Context: an optimization exercise on an open-source flow, tuned for small area. The choices shown serve that exercise and are no tape-out recipe. Function was checked by simulation only, so behaviour that the tests miss may differ from the original. The flow treats the clock pin as an ideal source, which a real chip does not have. No activity file was given, so power comes from the tool's default toggle rates.

==> flow/design.v <==
`timescale 1ns/100ps
module cpu_top
(
    input  logic        clk,
    input  logic        reset,
    input  logic [15:0] mem_rdata,
    output logic [15:0] mem_addr,
    output logic        mem_we,
    output logic [15:0] mem_wdata,
    output logic        halted
);
    localparam logic [1:0] S_INIT = 2'd0, S_EXEC = 2'd1, S_2ND = 2'd2;
    logic [3:0]  ph;
    logic [1:0]  st;
    logic [1:0]  st_nx;
    logic [15:0] r0, r1, r2, r3, r4, r5, r6, r7;
    logic [15:0] pc;
    logic [15:0] mar;
    logic [11:0] ir;
    logic        z, c, pcc;
    wire ph0   = (ph == 4'd0);
    wire ph1   = (ph == 4'd1);
    wire ph15  = (ph == 4'd8);
    wire fetch = (st == S_EXEC) && ph0;
    wire [11:0] ins = fetch ? mem_rdata[15:4] : ir;
    wire [5:0]  op  = ins[11:6];
    wire [2:0]  rx  = ins[5:3];
    wire [2:0]  ry  = ins[2:0];
    wire [7:0] heads = {r7[0], r6[0], r5[0], r4[0], r3[0], r2[0], r1[0], r0[0]};
    wire a = heads[rx];
    wire b = heads[ry];
    wire is_halt = (op == 6'd0);
    wire is_not  = (op == 6'd4);
    wire is_inc  = (op == 6'd5);
    wire is_dec  = (op == 6'd6);
    wire is_and  = (op == 6'd7);
    wire is_or   = (op == 6'd8);
    wire is_xor  = (op == 6'd9);
    wire is_add  = (op == 6'd10);
    wire is_sub  = (op == 6'd12);
    wire is_cmp  = (op == 6'd16);
    wire is_jmp  = (op == 6'd23);
    wire is_jz   = (op == 6'd24);
    wire is_jnz  = (op == 6'd25);
    wire is_mov  = (op == 6'd32);
    wire is_ld   = (op == 6'd33);
    wire is_ldi  = (op == 6'd35);
    wire is_st   = (op == 6'd37);
    wire alu_wr = is_not | is_inc | is_dec | is_and | is_or | is_xor | is_add | is_sub;
    wire flag   = alu_wr | is_cmp;
    wire taken  = is_jmp | (is_jz & z) | (is_jnz & ~z);
    wire skip2  = (is_jz & ~z) | (is_jnz & z);
    wire bb   = is_inc ? 1'b0 : is_dec ? 1'b1 : (is_sub | is_cmp) ? ~b : b;
    wire cin  = ph0 ? (is_inc | is_sub | is_cmp) : c;
    wire sum  = a ^ bb ^ cin;
    wire cout = (a & bb) | (a & cin) | (bb & cin);
    wire [3:0] tt = is_not ? 4'b0011 : is_and ? 4'b1000 : is_or ? 4'b1110 :
                    is_xor ? 4'b0110 : 4'b1010;
    wire lop  = is_not | is_and | is_or | is_xor | is_mov;
    wire res  = lop ? tt[{a, b}] : sum;
    wire two     = (st == S_EXEC) & skip2;
    wire pc_cin  = ph0 ? ~two : (pcc | (ph1 & two));
    wire pc_new  = pc[0] ^ pc_cin;
    wire d = ph0 ? mem_rdata[0] : mar[0];
    logic       pc_in, mar_in, mar_pload, wd, wen, wall;
    logic [2:0] widx;
    logic       z_nx;
    always_comb begin
        pc_in     = pc[0];
        mar_in    = mar[0];
        mar_pload = 1'b0;
        wd        = 1'b0;
        wen       = 1'b0;
        wall      = 1'b0;
        widx      = rx;
        z_nx      = z;
        st_nx     = st;
        if (st == S_INIT) begin
            pc_in  = 1'b0;
            mar_in = 1'b0;
            wall   = 1'b1;
            z_nx   = 1'b0;
            st_nx  = S_EXEC;
        end else if (st == S_EXEC) begin
            if (is_st) begin
                pc_in  = b;
                mar_in = a;
                wen    = 1'b1;
                widx   = ry;
                wd     = pc_new;
            end else if (is_ld) begin
                mar_in = b;
            end else begin
                pc_in  = pc_new;
                mar_in = pc_new;
                if (alu_wr | is_mov) begin
                    wen = 1'b1;
                    wd  = res;
                end
                if (flag)
                    z_nx = (ph0 | z) & ~res;
            end
            if (is_halt | is_st | is_ld | is_ldi | taken)
                st_nx = S_2ND;
            else
                st_nx = S_EXEC;
        end else begin
            st_nx = is_halt ? S_2ND : S_EXEC;
            if (is_st) begin
                pc_in  = b;
                mar_in = b;
                wen    = 1'b1;
                widx   = ry;
                wd     = pc[0];
            end else if (is_ld | is_ldi) begin
                mar_pload = ph0;
                pc_in     = pc_new;
                mar_in    = pc_new;
                wen       = 1'b1;
                wd        = d;
            end else if (~is_halt) begin
                mar_pload = ph0;
                pc_in     = d;
                mar_in    = d;
            end
        end
    end
    wire [7:0] we = {8{wall}} | ({8{wen}} & (8'd1 << widx));
    always_ff @(posedge clk or posedge reset) begin
        if (reset) begin
            ph <= 4'd0;
            st <= S_INIT;
        end else begin
            ph <= {ph[2:0], ph[3] ^ ph[2] ^ (ph[2:0] == 3'b000)};
            if (ph15)
                st <= st_nx;
        end
    end
    always_ff @(posedge clk) begin
        r0  <= {we[0] ? wd : r0[0], r0[15:1]};
        r1  <= {we[1] ? wd : r1[0], r1[15:1]};
        r2  <= {we[2] ? wd : r2[0], r2[15:1]};
        r3  <= {we[3] ? wd : r3[0], r3[15:1]};
        r4  <= {we[4] ? wd : r4[0], r4[15:1]};
        r5  <= {we[5] ? wd : r5[0], r5[15:1]};
        r6  <= {we[6] ? wd : r6[0], r6[15:1]};
        r7  <= {we[7] ? wd : r7[0], r7[15:1]};
        pc  <= {pc_in, pc[15:1]};
        mar <= {mar_in, mar_pload ? mem_rdata[15:1] : mar[15:1]};
        if (fetch)
            ir <= mem_rdata[15:4];
        z   <= z_nx;
        c   <= cout;
        pcc <= pc[0] & pc_cin;
    end
    assign mem_addr  = mar;
    assign mem_wdata = pc;
    assign mem_we    = (st == S_2ND) & is_st & ph0;
    assign halted    = (st == S_2ND) & is_halt;
endmodule
clock: 8.0 ns
lec_check: 0
abc_area: 1
cap_margin: 20
core_margin: 2
core_utilization: 40
slew_margin: 20
standard.sh (not shown) runs the stock make flow with config.mk's settings and CLKGATE_MAP_FILE= SYNTH_SCRIPT=/design/flow/synth_recipe.tcl, a recipe that flattens the netlist after the stock synthesis.
==> flow/flow/run.sh <==
#!/bin/bash
# The standard layout (standard.sh) with three changes:
#  - synthesis maps the logic with an area-oriented ABC script (flow/area.abc);
#    everything else in the synthesis script is synth_recipe.tcl unchanged;
#  - port buffers are buf_1 and the clock tree is built from clkbuf_4 without
#    dummy loads; flow/post_cts.tcl upsizes the leaf clock buffers whose
#    flip-flops would see a slow clock edge.
# Each tool's output is in the ORFS logs under orfs/logs; make's own output
# goes to standard.log here.
set -euo pipefail
W=$PWD
{ head -n 1 synth_recipe.tcl
  echo "proc abc {args} { set i [lsearch \$args -script]; if {\$i >= 0} { lset args [expr {\$i + 1}] $W/flow/area.abc }; yosys abc {*}\$args }"
  tail -n +2 synth_recipe.tcl; } > my_synth.tcl
sed "s#$W/synth_recipe.tcl#$W/my_synth.tcl#g" standard.sh > my_standard.sh
grep -q my_synth.tcl my_standard.sh
export BUFFER_PORTS_ARGS="-buffer_cell sky130_fd_sc_hd__buf_1"
export CTS_ARGS="-sink_clustering_enable -repair_clock_nets -dont_use_dummy_load -buf_list {sky130_fd_sc_hd__clkbuf_4}"
export POST_CTS_TCL="$W/flow/post_cts.tcl"
bash my_standard.sh > standard.log 2>&1
==> flow/flow/area.abc <==
strash
ifraig
dc2
strash
dch -f
amap
==> flow/flow/post_cts.tcl <==
# Upsize the leaf clock buffers whose flip-flops would see too slow a clock
# edge, then legalize the placement again.
estimate_parasitics -placement
set upsized 0
foreach inst [get_cells -filter "ref_name == sky130_fd_sc_hd__clkbuf_4"] {
  set o [get_pins -of_objects $inst -filter "direction == output"]
  set n [get_nets -of_objects $o]
  set mx 0
  foreach p [get_pins -of_objects $n -filter "direction == input"] {
    if {[get_property $p name] ne "CLK"} { continue }
    set s [get_property $p slew_max]
    if {$s > $mx} { set mx $s }
  }
  if {$mx > 0.116} {
    replace_cell $inst sky130_fd_sc_hd__clkbuf_8
    incr upsized
  }
}
puts "post_cts: upsized $upsized clock buffers"
if {$upsized > 0} {
  detailed_placement
  check_placement -verbose
}
The baseline completed without violations.
Change:
- CORE_UTILIZATION: 40 -> 45
- PLACE_DENSITY: not set -> 0.65
The new run passed the timing, DRC and antenna checks.
Worst hold slack improved by 0.0061 ns.
Wire length fell by 1.6%.
Fmax rose by 2.4%.
Area after synthesis stays the same.

---

cpu_top, a different RTL version from the one above (not shown whole).
Size: ~490 cells after synthesis, about 180 flip-flops, roughly 52 I/O pins, ~5900 µm² of cells after synthesis.
Settings: LEC_CHECK=0, CAP_MARGIN=20, CORE_MARGIN=2, CORE_UTILIZATION=40, SLEW_MARGIN=20; clock period 8.0 ns.
run.sh (not shown) runs the stock make flow with config.mk's settings and CLKGATE_MAP_FILE= SYNTH_SCRIPT=/design/flow/synth_recipe.tcl, a recipe that flattens the netlist after the stock synthesis.
Stock flow here: none of the scripts above is used.
Rerun with:
==> flow/flow/run.sh (new file) <==
#!/bin/bash
# The standard layout (standard.sh) with three changes:
#  - synthesis maps the logic with an area-oriented ABC script (flow/area.abc);
#    everything else in the synthesis script is synth_recipe.tcl unchanged;
#  - port buffers are buf_1 and the clock tree is built from clkbuf_4 without
#    dummy loads; flow/post_cts.tcl upsizes the leaf clock buffers whose
#    flip-flops would see a slow clock edge.
# Each tool's output is in the ORFS logs under orfs/logs; make's own output
# goes to standard.log here.
set -euo pipefail
W=$PWD
{ head -n 1 synth_recipe.tcl
  echo "proc abc {args} { set i [lsearch \$args -script]; if {\$i >= 0} { lset args [expr {\$i + 1}] $W/flow/area.abc }; yosys abc {*}\$args }"
  tail -n +2 synth_recipe.tcl; } > my_synth.tcl
sed "s#$W/synth_recipe.tcl#$W/my_synth.tcl#g" standard.sh > my_standard.sh
grep -q my_synth.tcl my_standard.sh
export BUFFER_PORTS_ARGS="-buffer_cell sky130_fd_sc_hd__buf_1"
export CTS_ARGS="-sink_clustering_enable -repair_clock_nets -dont_use_dummy_load -buf_list {sky130_fd_sc_hd__clkbuf_4}"
export POST_CTS_TCL="$W/flow/post_cts.tcl"
bash my_standard.sh > standard.log 2>&1
==> flow/flow/area.abc (new file) <==
strash
ifraig
dc2
strash
dch -f
amap
==> flow/flow/post_cts.tcl (new file) <==
# Upsize the leaf clock buffers whose flip-flops would see too slow a clock
# edge, then legalize the placement again.
estimate_parasitics -placement
set upsized 0
foreach inst [get_cells -filter "ref_name == sky130_fd_sc_hd__clkbuf_4"] {
  set o [get_pins -of_objects $inst -filter "direction == output"]
  set n [get_nets -of_objects $o]
  set mx 0
  foreach p [get_pins -of_objects $n -filter "direction == input"] {
    if {[get_property $p name] ne "CLK"} { continue }
    set s [get_property $p slew_max]
    if {$s > $mx} { set mx $s }
  }
  if {$mx > 0.116} {
    replace_cell $inst sky130_fd_sc_hd__clkbuf_8
    incr upsized
  }
}
puts "post_cts: upsized $upsized clock buffers"
if {$upsized > 0} {
  detailed_placement
  check_placement -verbose
}
==> flow/standard.sh (new file) <==
#!/bin/bash
# synth_recipe.tcl (not shown) runs the flow's synth.tcl, then flattens the netlist and writes it again
# the make line also repeats each setting of config.mk as NAME=value (left out here)
make -C /OpenROAD-flow-scripts/flow DESIGN_CONFIG=/design/flow/config.mk WORK_HOME=/design/flow/orfs CLKGATE_MAP_FILE= SYNTH_SCRIPT=/design/flow/synth_recipe.tcl "${@:-finish}"
Settings changed: ABC_AREA set to 1.
removed: flow/run.sh
The changed run passed the timing, DRC and antenna checks.
Area after synthesis goes down by 17%.
Setup slack got worse by 1000 ps.
Wire length goes down by 32%.
Total power goes down by 41%.
Rerun with:
==> flow/flow/run.sh (replaced) <==
#!/bin/bash
# The standard layout (bash standard.sh), with smaller port buffers and a clock
# tree built from clkbuf_4 without dummy loads; post_cts.tcl upsizes the clock
# buffers whose sinks would see a slow edge. Each tool's output is in the ORFS
# logs under orfs/logs; make's own output goes to standard.log here.
set -euo pipefail
export BUFFER_PORTS_ARGS="-buffer_cell sky130_fd_sc_hd__buf_1"
export CTS_ARGS="-sink_clustering_enable -repair_clock_nets -dont_use_dummy_load -buf_list {sky130_fd_sc_hd__clkbuf_4}"
export POST_CTS_TCL="$PWD/flow/post_cts.tcl"
bash standard.sh > standard.log 2>&1
--- a/flow/flow/post_cts.tcl
+++ b/flow/flow/post_cts.tcl
@@ -1,4 +1,3 @@
-# Upsize the leaf clock buffers whose flip-flops would see too slow a clock
-# edge, then legalize the placement again.
+# Upsize the clock buffers whose sinks see too slow a clock edge, then legalize.
 estimate_parasitics -placement
 set upsized 0
@@ -8,9 +7,8 @@
   set mx 0
   foreach p [get_pins -of_objects $n -filter "direction == input"] {
-    if {[get_property $p name] ne "CLK"} { continue }
     set s [get_property $p slew_max]
     if {$s > $mx} { set mx $s }
   }
-  if {$mx > 0.116} {
+  if {$mx > 0.110} {
     replace_cell $inst sky130_fd_sc_hd__clkbuf_8
     incr upsized
removed: flow/flow/area.abc
Synthesized cell count goes up by a quarter to a third.
Hold slack got worse by 5.8 ps.
Utilization decreases by 0.17 points.

-- port drivers added, routing unchanged --
How much do the figures lean on ideal ports? The routed layouts below were timed once more, with nothing changed but the port constraints.
Step 1 assumes that a clkbuf_16 drives the clock port and a buf_2 every other input.
Step 2 adds t to the input delays and takes it off the output delays; t is the mean of the earliest and latest rising clock arrival at the registers after step 1. Input paths then give back, and output paths get back, about the clock's delay inside the block.
Three values: ideal ports, drivers, drivers and shift; two values: the first two.
run | shift t [ns] | setup WS [ns] | slew at the worst register clock pin (ns) | worst data-port slew with drivers (ns)
the first run of note 1 | 0.541 | 1.521 / 1.489 / 1.838 | 0.11 / 0.11 | 0.04
the second run of note 1 | 0.536 | 1.672 / 1.641 / 1.771 | 0.11 / 0.11 | 0.03
the first run of note 2 | 0.463 | 2.673 / 2.673 / 2.224 | 0.07 / 0.07 | 0.04
the second run of note 2 | 0.566 | 1.642 / 1.642 / 1.642 | 0.12 / 0.12 | 0.04
the third run of note 2 | 0.439 | 4.239 / 4.242 / 3.803 | 0.11 / 0.11 | 0.04
After both steps setup and hold are still met in every run listed. The setup slack of the first run of note 2, which loses most, moves by 0.000 ns with the drivers and by -0.449 ns with both steps.
